From an optimization exercise on the open Yosys and OpenROAD flow, aimed at small area, a short achievable clock period and few clock cycles per item; shortcuts taken in it are not production practice. The RTL was checked by simulation tests, not by an equivalence proof against the original design. Power is estimated from default activity; no workload was simulated.

==> trial 19 <==
Design bounded_deque_with_indexed_delete_core, start of the top module:
module bounded_deque_with_indexed_delete_core (
  input  logic                   clk,
  input  logic                   rst_n,
  input  logic                   in_tvalid,
  output logic                   in_tready,
  input  logic [bdq_pkg::IN_TDATA_W-1:0]  in_tdata,    
  input  logic [bdq_pkg::CMD_W-1:0]       in_tuser,    
  output logic                   out_tvalid,
  input  logic                   out_tready,
  output logic [bdq_pkg::OUT_TDATA_W-1:0] out_tdata,   
  output logic [bdq_pkg::STAT_W-1:0]      out_tuser,   
  output logic                   out_tlast
);
  localparam int N = 16;
  localparam int W = 32;
  logic         rdy_r;
  logic         a_fr, a_bk, a_del, a_dump;    
  logic [W-1:0] a_val;
  logic [N-1:0] a_ge;                         
  logic         a_v;
  assign a_v = a_fr || a_bk || a_del || a_dump;
  logic a_ld;
  assign a_ld = !a_v || x_go;
  logic [W-1:0] mem [N];
  logic [N-1:0] occ;         
  logic [4:0]   cnt;         
  logic         dumping;     
  logic [3:0]   rem;         
  logic         x_go;        
  logic         x_fr;        
  logic         x_bk;        
  logic         x_del;       
  logic         x_step;      
  logic [N-1:0] x_hold;      
  logic         x_dok;       
  logic         m_v, s_v;
  logic [W-1:0] m_item, s_item;
  logic [4:0]   m_len, s_len;
  logic [1:0]   m_st, s_st;
  logic         m_last, s_last;
  logic         full, empty, del_ok, push, m_free, step_last;
  logic [N-1:0] sn, sb, sp, hold;
  logic [W-1:0] bus;
  logic [W-1:0] r_item;
  logic [4:0]   r_len;
  logic [1:0]   r_st;
  logic         r_last;
  assign full      = occ[N-1];
  assign empty     = !occ[0];
  assign del_ok    = x_dok;
  assign push      = x_go || x_step;
  assign m_free    = !m_v || out_tready;
  assign step_last = dumping ? (rem == 4'd0) : !occ[1];
  assign bus       = (dumping || a_dump) ? mem[0] : a_val;
  always_comb begin
    for (int i = 0; i < N; i++) begin
      sp[i] = x_fr;
  ...
clock: 5.5 ns
lec_check: 0
cap_margin: 20
core_margin: 2
core_utilization: 40
cts_cluster_diameter: 100
cts_cluster_size: 25
place_density: 0.45
setup_slack_margin: 3.28
slew_margin: 20
run.sh (not shown) runs the stock make flow with config.mk's settings and CLKGATE_MAP_FILE= SYNTH_SCRIPT=/design/flow/synth_recipe.tcl, a recipe that flattens the netlist after the stock synthesis.
==> build 35: changes against trial 19 <==
--- a/flow/design.v
+++ b/flow/design.v
@@ -72,24 +72,20 @@
   logic         a_fr, a_bk, a_del, a_dump;    
   logic [W-1:0] a_val;
   logic [N-1:0] a_ge;                         
   logic         a_v;
   assign a_v = a_fr || a_bk || a_del || a_dump;
-  logic a_ld;
-  assign a_ld = !a_v || x_go;
   logic [W-1:0] mem [N];
   logic [N-1:0] occ;         
   logic [4:0]   cnt;         
   logic         dumping;     
   logic [3:0]   rem;         
   logic         x_go;        
   logic         x_fr;        
   logic         x_bk;        
   logic         x_del;       
   logic         x_step;      
-  logic [N-1:0] x_hold;      
-  logic         x_dok;       
   logic         m_v, s_v;
   logic [W-1:0] m_item, s_item;
   logic [4:0]   m_len, s_len;
   logic [1:0]   m_st, s_st;
   logic         m_last, s_last;
@@ -100,22 +96,22 @@
   logic [4:0]   r_len;
   logic [1:0]   r_st;
   logic         r_last;
   assign full      = occ[N-1];
   assign empty     = !occ[0];
-  assign del_ok    = x_dok;
+  assign del_ok    = |(a_ge & occ);
   assign push      = x_go || x_step;
   assign m_free    = !m_v || out_tready;
   assign step_last = dumping ? (rem == 4'd0) : !occ[1];
   assign bus       = (dumping || a_dump) ? mem[0] : a_val;
   always_comb begin
     for (int i = 0; i < N; i++) begin
       sp[i] = x_fr;
       sn[i] = (x_del && a_ge[i]) || (x_step && ((i < N - 1) ? occ[(i + 1) % N] : 1'b0));
       sb[i] = (x_bk && ((i == 0) ? 1'b1 : occ[(i + N - 1) % N]) && !occ[i]) ||
               (x_step && occ[i] && ((i < N - 1) ? !occ[(i + 1) % N] : 1'b1));
-      hold[i] = x_hold[i];
+      hold[i] = !(sp[i] || sn[i] || sb[i]);
     end
   end
   always_comb begin
     r_item = '0;
     r_last = 1'b1;
@@ -141,12 +137,11 @@
                 ({W{sn[i]}}   & ((i < N - 1) ? mem[(i + 1) % N] : '0)) |
                 ({W{sb[i]}}   & bus);
     end
   end
   logic         s_v_nxt, m_v_nxt, dumping_nxt;
-  logic         a_fr_nxt, a_bk_nxt, a_del_nxt, a_dump_nxt, a_v_nxt, go_nxt, step_nxt;
-  logic [N-1:0] a_ge_nxt;
+  logic         a_fr_nxt, a_bk_nxt, a_del_nxt, a_dump_nxt, a_v_nxt, go_nxt;
   logic [3:0]   rem_nxt;
   logic [N-1:0] occ_nxt;
   logic [4:0]   cnt_nxt;
   always_comb begin
     dumping_nxt = dumping;
@@ -174,19 +169,16 @@
       s_v_nxt = 1'b0;
     end else begin
       m_v_nxt = 1'b1;
       s_v_nxt = s_v || push;
     end
-    a_fr_nxt   = a_ld ? (in_tvalid && (in_tuser == 2'd0)) : a_fr;
-    a_bk_nxt   = a_ld ? (in_tvalid && (in_tuser == 2'd1)) : a_bk;
-    a_del_nxt  = a_ld ? (in_tvalid && (in_tuser == 2'd2)) : a_del;
-    a_dump_nxt = a_ld ? (in_tvalid && (in_tuser == 2'd3)) : a_dump;
-    a_v_nxt    = a_ld ? in_tvalid : a_v;
+    a_fr_nxt   = rdy_r ? (in_tvalid && (in_tuser == 2'd0)) : a_fr;
+    a_bk_nxt   = rdy_r ? (in_tvalid && (in_tuser == 2'd1)) : a_bk;
+    a_del_nxt  = rdy_r ? (in_tvalid && (in_tuser == 2'd2)) : a_del;
+    a_dump_nxt = rdy_r ? (in_tvalid && (in_tuser == 2'd3)) : a_dump;
+    a_v_nxt    = rdy_r ? in_tvalid : a_v;
     go_nxt     = a_v_nxt && !s_v_nxt && !dumping_nxt;
-    step_nxt   = (go_nxt && a_dump_nxt && occ_nxt[0]) || (dumping_nxt && !s_v_nxt);
-    for (int i = 0; i < N; i++)
-      a_ge_nxt[i] = a_ld ? ((in_tdata[W+7:W+4] == 4'd0) && (4'(i) >= in_tdata[W+3:W])) : a_ge[i];
   end
   always_ff @(posedge clk) begin
     if (!rst_n) begin
       rdy_r   <= 1'b1;
       a_fr    <= 1'b0;
@@ -201,12 +193,10 @@
       x_go    <= 1'b0;
       x_fr    <= 1'b0;
       x_bk    <= 1'b0;
       x_del   <= 1'b0;
       x_step  <= 1'b0;
-      x_hold  <= '1;
-      x_dok   <= 1'b0;
     end else begin
       rdy_r   <= !a_v_nxt || go_nxt;
       a_fr    <= a_fr_nxt;
       a_bk    <= a_bk_nxt;
       a_del   <= a_del_nxt;
@@ -218,24 +208,19 @@
       s_v     <= s_v_nxt;
       x_go    <= go_nxt;
       x_fr    <= go_nxt && a_fr_nxt && !occ_nxt[N-1];
       x_bk    <= go_nxt && a_bk_nxt;
       x_del   <= go_nxt && a_del_nxt;
-      x_step  <= step_nxt;
-      x_dok   <= |(a_ge_nxt & occ_nxt);
-      for (int i = 0; i < N; i++)
-        x_hold[i] <= !((go_nxt && a_fr_nxt && !occ_nxt[N-1]) ||
-                       (go_nxt && a_del_nxt && a_ge_nxt[i]) ||
-                       (step_nxt && occ_nxt[i]) ||
-                       (go_nxt && a_bk_nxt && ((i == 0) ? 1'b1 : occ_nxt[(i + N - 1) % N]) && !occ_nxt[i]));
+      x_step  <= (go_nxt && a_dump_nxt && occ_nxt[0]) || (dumping_nxt && !s_v_nxt);
     end
   end
   always_ff @(posedge clk) begin
     rem <= rem_nxt;
-    a_ge <= a_ge_nxt;
-    if (a_ld) begin
+    if (rdy_r) begin
       a_val <= in_tdata[W-1:0];
+      for (int i = 0; i < N; i++)
+        a_ge[i] <= (in_tdata[W+7:W+4] == 4'd0) && (4'(i) >= in_tdata[W+3:W]);
     end
     if (!s_v) begin
       s_item <= r_item;
       s_len  <= r_len;
       s_st   <= r_st;
- SETUP_SLACK_MARGIN: 3.28 -> 3.3
==> run summary <==
Against trial 19, the total power of build 35 is smaller by 4.9%. Clock skew is about the same in build 35 and trial 19. Clock-buffer cell count: build 35 is higher than trial 19 (1). Of build 35 and trial 19, build 35 has the higher cell count (gap 11%, measured against trial 19).
Testbench counts of trial 19, summed over its fixed seeds: cycles 19,762, commands 12,000.
Testbench counts of build 35, summed over its fixed seeds: cycles 19,762, commands 12,000.

========
==> inputs of job 5254 <==
==> flow/design.v <==
package bdq_pkg;
  localparam int CAPACITY = 16;
  localparam int AW       = $clog2(CAPACITY);
  localparam int CNT_W    = $clog2(CAPACITY + 1);
  localparam int DATA_W   = 32;
  localparam int POS_W    = 8;
  localparam int LEN_W    = 5;
  localparam int CMD_W    = 2;
  localparam int STAT_W   = 2;
  localparam int IN_TDATA_W  = ((DATA_W + POS_W + 7) / 8) * 8;
  localparam int IN_PAD_W    = IN_TDATA_W - DATA_W - POS_W;
  localparam int OUT_TDATA_W = ((DATA_W + LEN_W + 7) / 8) * 8;
  localparam int OUT_PAD_W   = OUT_TDATA_W - DATA_W - LEN_W;
  typedef enum logic [CMD_W-1:0] {
    CMD_INS_FRONT = 2'd0,
    CMD_INS_BACK  = 2'd1,
    CMD_DELETE    = 2'd2,
    CMD_DUMP      = 2'd3
  } cmd_t;
  typedef enum logic [STAT_W-1:0] {
    STAT_OK    = 2'd0,
    STAT_EMPTY = 2'd1,
    STAT_RANGE = 2'd2,
    STAT_FULL  = 2'd3
  } status_t;
  typedef enum logic [1:0] {
    ST_IDLE,
    ST_SHIFT,
    ST_DUMP,
    ST_RESP
  } state_t;
  typedef struct packed {
    logic              we;
    logic [AW-1:0]     waddr;
    logic [DATA_W-1:0] wdata;
    logic              re;
    logic [AW-1:0]     raddr;
  } mem_req_t;
  typedef struct packed {
    logic                     load;
    logic signed [DATA_W-1:0] item;
    status_t                  status;
    logic [LEN_W-1:0]         length;
    logic                     last;
  } result_t;
  function automatic logic [AW-1:0] ring_idx(input logic [AW-1:0] front,
                                             input logic [CNT_W-1:0] k);
    logic [CNT_W:0] sum;
    sum = (CNT_W + 1)'(front) + (CNT_W + 1)'(k);
    if (sum >= (CNT_W + 1)'(CAPACITY)) begin
      sum = sum - (CNT_W + 1)'(CAPACITY);
    end
    ring_idx = AW'(sum);
  endfunction
endpackage
module bounded_deque_with_indexed_delete_core (
  input  logic                   clk,
  input  logic                   rst_n,
  input  logic                   in_tvalid,
  output logic                   in_tready,
  input  logic [bdq_pkg::IN_TDATA_W-1:0]  in_tdata,    
  input  logic [bdq_pkg::CMD_W-1:0]       in_tuser,    
  output logic                   out_tvalid,
  input  logic                   out_tready,
  output logic [bdq_pkg::OUT_TDATA_W-1:0] out_tdata,   
  output logic [bdq_pkg::STAT_W-1:0]      out_tuser,   
  output logic                   out_tlast
);
  localparam int N = 16;
  localparam int W = 32;
  logic         rdy_r;
  logic         a_fr, a_bk, a_del, a_dump;    
  logic [W-1:0] a_val;
  logic [N-1:0] a_ge;                         
  logic         a_v;
  assign a_v = a_fr || a_bk || a_del || a_dump;
  logic [W-1:0] mem [N];
  logic [N-1:0] occ;         
  logic [4:0]   cnt;         
  logic         dumping;     
  logic [3:0]   rem;         
  logic         x_go;        
  logic         x_fr;        
  logic         x_bk;        
  logic         x_del;       
  logic         x_step;      
  logic         m_v, s_v;
  logic [W-1:0] m_item, s_item;
  logic [4:0]   m_len, s_len;
  logic [1:0]   m_st, s_st;
  logic         m_last, s_last;
  logic         full, empty, del_ok, push, m_free, step_last;
  logic [N-1:0] sn, sb, sp, hold;
  logic [W-1:0] bus;
  logic [W-1:0] r_item;
  logic [4:0]   r_len;
  logic [1:0]   r_st;
  logic         r_last;
  assign full      = occ[N-1];
  assign empty     = !occ[0];
  assign del_ok    = |(a_ge & occ);
  assign push      = x_go || x_step;
  assign m_free    = !m_v || out_tready;
  assign step_last = dumping ? (rem == 4'd0) : !occ[1];
  assign bus       = (dumping || a_dump) ? mem[0] : a_val;
  always_comb begin
    for (int i = 0; i < N; i++) begin
      sp[i] = x_fr;
      sn[i] = (x_del && a_ge[i]) || (x_step && ((i < N - 1) ? occ[(i + 1) % N] : 1'b0));
      sb[i] = (x_bk && ((i == 0) ? 1'b1 : occ[(i + N - 1) % N]) && !occ[i]) ||
              (x_step && occ[i] && ((i < N - 1) ? !occ[(i + 1) % N] : 1'b1));
      hold[i] = !(sp[i] || sn[i] || sb[i]);
    end
  end
  always_comb begin
    r_item = '0;
    r_last = 1'b1;
    r_st   = 2'd0;
    r_len  = cnt;
    if (x_step) begin
      r_item = mem[0];
      r_last = step_last;
    end else if (a_dump) begin
      r_st   = 2'd1;
    end else if (a_del) begin
      r_st  = empty ? 2'd1 : (del_ok ? 2'd0 : 2'd2);
      r_len = del_ok ? cnt - 5'd1 : cnt;
    end else begin
      r_st  = full ? 2'd3 : 2'd0;
      r_len = full ? cnt : cnt + 5'd1;
    end
  end
  always_ff @(posedge clk) begin
    for (int i = 0; i < N; i++) begin
      mem[i] <= ({W{hold[i]}} & mem[i]) |
                ({W{sp[i]}}   & ((i == 0) ? a_val : mem[(i + N - 1) % N])) |
                ({W{sn[i]}}   & ((i < N - 1) ? mem[(i + 1) % N] : '0)) |
                ({W{sb[i]}}   & bus);
    end
  end
  logic         s_v_nxt, m_v_nxt, dumping_nxt;
  logic         a_fr_nxt, a_bk_nxt, a_del_nxt, a_dump_nxt, a_v_nxt, go_nxt;
  logic [3:0]   rem_nxt;
  logic [N-1:0] occ_nxt;
  logic [4:0]   cnt_nxt;
  always_comb begin
    dumping_nxt = dumping;
    rem_nxt     = rem;
    if (x_step) begin
      if (dumping) begin
        dumping_nxt = (rem != 4'd0);
        rem_nxt     = rem - 4'd1;
      end else begin
        dumping_nxt = occ[1];
        rem_nxt     = 4'(cnt - 5'd2);
      end
    end
    occ_nxt = occ;
    cnt_nxt = cnt;
    if (x_fr || (x_bk && !full)) begin
      occ_nxt = {occ[N-2:0], 1'b1};
      cnt_nxt = cnt + 5'd1;
    end else if (x_del && del_ok) begin
      occ_nxt = {1'b0, occ[N-1:1]};
      cnt_nxt = cnt - 5'd1;
    end
    if (m_free) begin
      m_v_nxt = s_v || push;
      s_v_nxt = 1'b0;
    end else begin
      m_v_nxt = 1'b1;
      s_v_nxt = s_v || push;
    end
    a_fr_nxt   = rdy_r ? (in_tvalid && (in_tuser == 2'd0)) : a_fr;
    a_bk_nxt   = rdy_r ? (in_tvalid && (in_tuser == 2'd1)) : a_bk;
    a_del_nxt  = rdy_r ? (in_tvalid && (in_tuser == 2'd2)) : a_del;
    a_dump_nxt = rdy_r ? (in_tvalid && (in_tuser == 2'd3)) : a_dump;
    a_v_nxt    = rdy_r ? in_tvalid : a_v;
    go_nxt     = a_v_nxt && !s_v_nxt && !dumping_nxt;
  end
  always_ff @(posedge clk) begin
    if (!rst_n) begin
      rdy_r   <= 1'b1;
      a_fr    <= 1'b0;
      a_bk    <= 1'b0;
      a_del   <= 1'b0;
      a_dump  <= 1'b0;
      occ     <= '0;
      cnt     <= '0;
      dumping <= 1'b0;
      m_v     <= 1'b0;
      s_v     <= 1'b0;
      x_go    <= 1'b0;
      x_fr    <= 1'b0;
      x_bk    <= 1'b0;
      x_del   <= 1'b0;
      x_step  <= 1'b0;
    end else begin
      rdy_r   <= !a_v_nxt || go_nxt;
      a_fr    <= a_fr_nxt;
      a_bk    <= a_bk_nxt;
      a_del   <= a_del_nxt;
      a_dump  <= a_dump_nxt;
      occ     <= occ_nxt;
      cnt     <= cnt_nxt;
      dumping <= dumping_nxt;
      m_v     <= m_v_nxt;
      s_v     <= s_v_nxt;
      x_go    <= go_nxt;
      x_fr    <= go_nxt && a_fr_nxt && !occ_nxt[N-1];
      x_bk    <= go_nxt && a_bk_nxt;
      x_del   <= go_nxt && a_del_nxt;
      x_step  <= (go_nxt && a_dump_nxt && occ_nxt[0]) || (dumping_nxt && !s_v_nxt);
    end
  end
  always_ff @(posedge clk) begin
    rem <= rem_nxt;
    if (rdy_r) begin
      a_val <= in_tdata[W-1:0];
      for (int i = 0; i < N; i++)
        a_ge[i] <= (in_tdata[W+7:W+4] == 4'd0) && (4'(i) >= in_tdata[W+3:W]);
    end
    if (!s_v) begin
      s_item <= r_item;
      s_len  <= r_len;
      s_st   <= r_st;
      s_last <= r_last;
    end
    if (m_free) begin
      m_item <= s_v ? s_item : r_item;
      m_len  <= s_v ? s_len  : r_len;
      m_st   <= s_v ? s_st   : r_st;
      m_last <= s_v ? s_last : r_last;
    end
  end
  assign in_tready  = rdy_r;
  assign out_tvalid = m_v;
  assign out_tdata  = {3'b000, m_len, m_item};
  assign out_tuser  = m_st;
  assign out_tlast  = m_last;
endmodule
==> flow/run.sh <==
#!/bin/bash
# synth_recipe.tcl (not shown) runs the flow's synth.tcl, then flattens the netlist and writes it again
# the make line also repeats each setting of config.mk as NAME=value (left out here)
make -C /OpenROAD-flow-scripts/flow DESIGN_CONFIG=/design/flow/config.mk WORK_HOME=/design/flow/orfs CLKGATE_MAP_FILE= SYNTH_SCRIPT=/design/flow/synth_recipe.tcl finish
==> flow/config.mk <==
export PLATFORM = sky130hd
export DESIGN_NAME = bounded_deque_with_indexed_delete_core
export DESIGN_NICKNAME = bounded_deque_with_indexed_delete_core
export VERILOG_FILES = /design/flow/design.v
export SDC_FILE = /design/flow/constraint.sdc
export NUM_CORES = 4
export LEC_CHECK = 0
export CAP_MARGIN = 20
export CORE_MARGIN = 2
export CORE_UTILIZATION = 40
export PLACE_DENSITY = 0.45
export SETUP_SLACK_MARGIN = 3.1
export SLEW_MARGIN = 20
==> flow/constraint.sdc <==
create_clock -name core_clock -period 5.5 [get_ports {clk}]
set_input_delay 1.1000 -clock core_clock [delete_from_list [all_inputs] [get_ports {clk}]]
set_output_delay 1.1000 -clock core_clock [all_outputs]
set_load 0.01 [all_outputs]
==> inputs of job 4571, as changes to job 5254 <==
==> flow/design.v, changed modules only <==
module bounded_deque_with_indexed_delete_core (
  input  logic                   clk,
  input  logic                   rst_n,
  input  logic                   in_tvalid,
  output logic                   in_tready,
  input  logic [bdq_pkg::IN_TDATA_W-1:0]  in_tdata,    
  input  logic [bdq_pkg::CMD_W-1:0]       in_tuser,    
  output logic                   out_tvalid,
  input  logic                   out_tready,
  output logic [bdq_pkg::OUT_TDATA_W-1:0] out_tdata,   
  output logic [bdq_pkg::STAT_W-1:0]      out_tuser,   
  output logic                   out_tlast
);
  localparam int N = 16;
  localparam int W = 32;
  logic         rdy_r;
  logic         a_fr, a_bk, a_del, a_dump;    
  logic [W-1:0] a_val;
  logic [N-1:0] a_ge;                         
  logic         a_v;
  assign a_v = a_fr || a_bk || a_del || a_dump;
  logic [W-1:0] mem [N];
  logic [N-1:0] occ;         
  logic [4:0]   cnt;         
  logic         dumping;     
  logic [3:0]   rem;         
  logic         m_v, s_v;
  logic [W-1:0] m_item;
  logic [4:0]   m_len, s_len;
  logic [1:0]   m_st, s_st;
  logic         m_last;
  logic go, m_free, t_dump, t_other, step, push;
  logic full, empty, del_ok;
  logic fr, bk, dl, go_del, go_bk;
  logic step_last;
  logic [N-1:0] sn, sb, sp, hold;
  logic [W-1:0] bus;
  logic [4:0]   r_len;
  logic [1:0]   r_st;
  logic         r_last;
  assign go      = a_v && !s_v && !dumping;
  assign m_free  = !m_v || out_tready;
  assign full    = occ[N-1];
  assign empty   = !occ[0];
  assign del_ok  = |(a_ge & occ);
  assign t_dump  = go && a_dump && !empty;
  assign t_other = go && !(a_dump && !empty);
  assign step    = (t_dump || dumping) && m_free && !s_v;
  assign push    = t_other || step;
  assign fr      = go && a_fr && !full;
  assign bk      = go && a_bk && !full;
  assign dl      = go && a_del && del_ok;
  assign step_last = dumping ? (rem == 4'd0) : !occ[1];
  assign bus     = step ? mem[0] : a_val;
  assign go_del  = go && a_del;
  assign go_bk   = go && a_bk;
  always_comb begin
    for (int i = 0; i < N; i++) begin
      sp[i] = fr;
      sn[i] = (go_del && a_ge[i]) || (step && ((i < N - 1) ? occ[(i + 1) % N] : 1'b0));
      sb[i] = (go_bk && ((i == 0) ? 1'b1 : occ[(i + N - 1) % N]) && !occ[i]) ||
              (step && occ[i] && ((i < N - 1) ? !occ[(i + 1) % N] : 1'b1));
      hold[i] = !(sp[i] || sn[i] || sb[i]);
    end
  end
  always_comb begin
    r_last = 1'b1;
    r_st   = 2'd0;
    r_len  = cnt;
    if (step) begin
      r_last = step_last;
    end else if (a_dump) begin
      r_st   = 2'd1;
    end else if (a_del) begin
      r_st  = empty ? 2'd1 : (del_ok ? 2'd0 : 2'd2);
      r_len = del_ok ? cnt - 5'd1 : cnt;
    end else begin
      r_st  = full ? 2'd3 : 2'd0;
      r_len = full ? cnt : cnt + 5'd1;
    end
  end
  always_ff @(posedge clk) begin
    for (int i = 0; i < N; i++) begin
      mem[i] <= ({W{hold[i]}} & mem[i]) |
                ({W{sp[i]}}   & ((i == 0) ? a_val : mem[(i + N - 1) % N])) |
                ({W{sn[i]}}   & ((i < N - 1) ? mem[(i + 1) % N] : '0)) |
                ({W{sb[i]}}   & bus);
    end
  end
  logic s_v_nxt, m_v_nxt, dumping_nxt, a_v_nxt;
  logic [3:0] rem_nxt;
  always_comb begin
    dumping_nxt = dumping;
    rem_nxt     = rem;
    if (t_dump) begin
      dumping_nxt = !step || occ[1];
      rem_nxt     = step ? 4'(cnt - 5'd2) : 4'(cnt - 5'd1);
    end else if (step) begin
      dumping_nxt = (rem != 4'd0);
      rem_nxt     = rem - 4'd1;
    end
    if (m_free) begin
      m_v_nxt = s_v || push;
      s_v_nxt = 1'b0;
    end else begin
      m_v_nxt = 1'b1;
      s_v_nxt = s_v || push;
    end
    a_v_nxt = rdy_r ? in_tvalid : a_v;
  end
  always_ff @(posedge clk) begin
    if (!rst_n) begin
      rdy_r   <= 1'b1;
      a_fr    <= 1'b0;
      a_bk    <= 1'b0;
      a_del   <= 1'b0;
      a_dump  <= 1'b0;
      occ     <= '0;
      cnt     <= '0;
      dumping <= 1'b0;
      m_v     <= 1'b0;
      s_v     <= 1'b0;
    end else begin
      rdy_r   <= !a_v_nxt || (!s_v_nxt && !dumping_nxt);
      if (rdy_r) begin
        a_fr   <= in_tvalid && (in_tuser == 2'd0);
        a_bk   <= in_tvalid && (in_tuser == 2'd1);
        a_del  <= in_tvalid && (in_tuser == 2'd2);
        a_dump <= in_tvalid && (in_tuser == 2'd3);
      end
      if (fr || bk) begin
        occ <= {occ[N-2:0], 1'b1};
        cnt <= cnt + 5'd1;
      end else if (dl) begin
        occ <= {1'b0, occ[N-1:1]};
        cnt <= cnt - 5'd1;
      end
      dumping <= dumping_nxt;
      m_v     <= m_v_nxt;
      s_v     <= s_v_nxt;
    end
  end
  always_ff @(posedge clk) begin
    rem <= rem_nxt;
    if (rdy_r) begin
      a_val <= in_tdata[W-1:0];
      for (int i = 0; i < N; i++)
        a_ge[i] <= (in_tdata[W+7:W+4] == 4'd0) && (4'(i) >= in_tdata[W+3:W]);
    end
    if (!s_v) begin
      s_len <= r_len;
      s_st  <= r_st;
    end
    if (m_free) begin
      m_item <= step ? mem[0] : '0;
      m_len  <= s_v ? s_len : r_len;
      m_st   <= s_v ? s_st  : r_st;
      m_last <= s_v || r_last;
    end
  end
  assign in_tready  = rdy_r;
  assign out_tvalid = m_v;
  assign out_tdata  = {3'b000, m_len, m_item};
  assign out_tuser  = m_st;
  assign out_tlast  = m_last;
endmodule
Settings changed: SETUP_SLACK_MARGIN 3.1 to 3.3.
==> comparison <==
Job 5254 produced a clean layout. Job 4571 finished with timing, DRC and antenna clean.
In job 5254 the global-route usage is lower than in job 4571, by 10 points.
Setup slack: job 5254 is better than job 4571 (0.34 ns).
Of job 5254 and job 4571, job 5254 has the higher sequential cell count (gap 38).
In job 4571 the design area is larger than in job 5254, by 31%.
Of job 5254 and job 4571, job 4571 has the higher non-clock buffer count (gap 304).
Testbench counts of job 5254, summed over its fixed seeds: cycles 19,762, commands 12,000.
Testbench counts of job 4571, summed over its fixed seeds: cycles 19,762, commands 12,000.

[separate check: timing with driven ports]
How much do the figures lean on ideal ports? The routed layouts below were timed once more, with nothing changed but the port constraints.
Step 1 (the two cells are an assumption about what drives the block):
set clk [get_ports {clk}]
set_driving_cell -lib_cell sky130_fd_sc_hd__clkbuf_16 $clk
set_driving_cell -lib_cell sky130_fd_sc_hd__buf_2 [delete_from_list [all_inputs] $clk]
Step 2 also shifts input and output timing later by t, the mid clock arrival at the registers, as if the neighbouring blocks saw the same clock.
a / b / c = ideal ports / drivers / drivers and shift; a / b = the first two.
| run | t (ns) | slack for setup (ns) | worst data-port slew with drivers (ns) |
|---|---|---|---|
| trial 19 | 0.649 | 3.248 / 3.200 / 2.622 | 0.05 |
| build 35 | 0.647 | 3.230 / 3.164 / 2.712 | 0.05 |
| job 5254 | 0.659 | 3.103 / 3.089 / 2.750 | 0.04 |
| job 4571 | 0.685 | 2.763 / 2.794 / 2.109 | 0.11 |
After both steps setup and hold are still met in every run listed. The setup slack of job 4571, which loses most, moves by +0.031 ns with the drivers and by -0.654 ns with both steps.
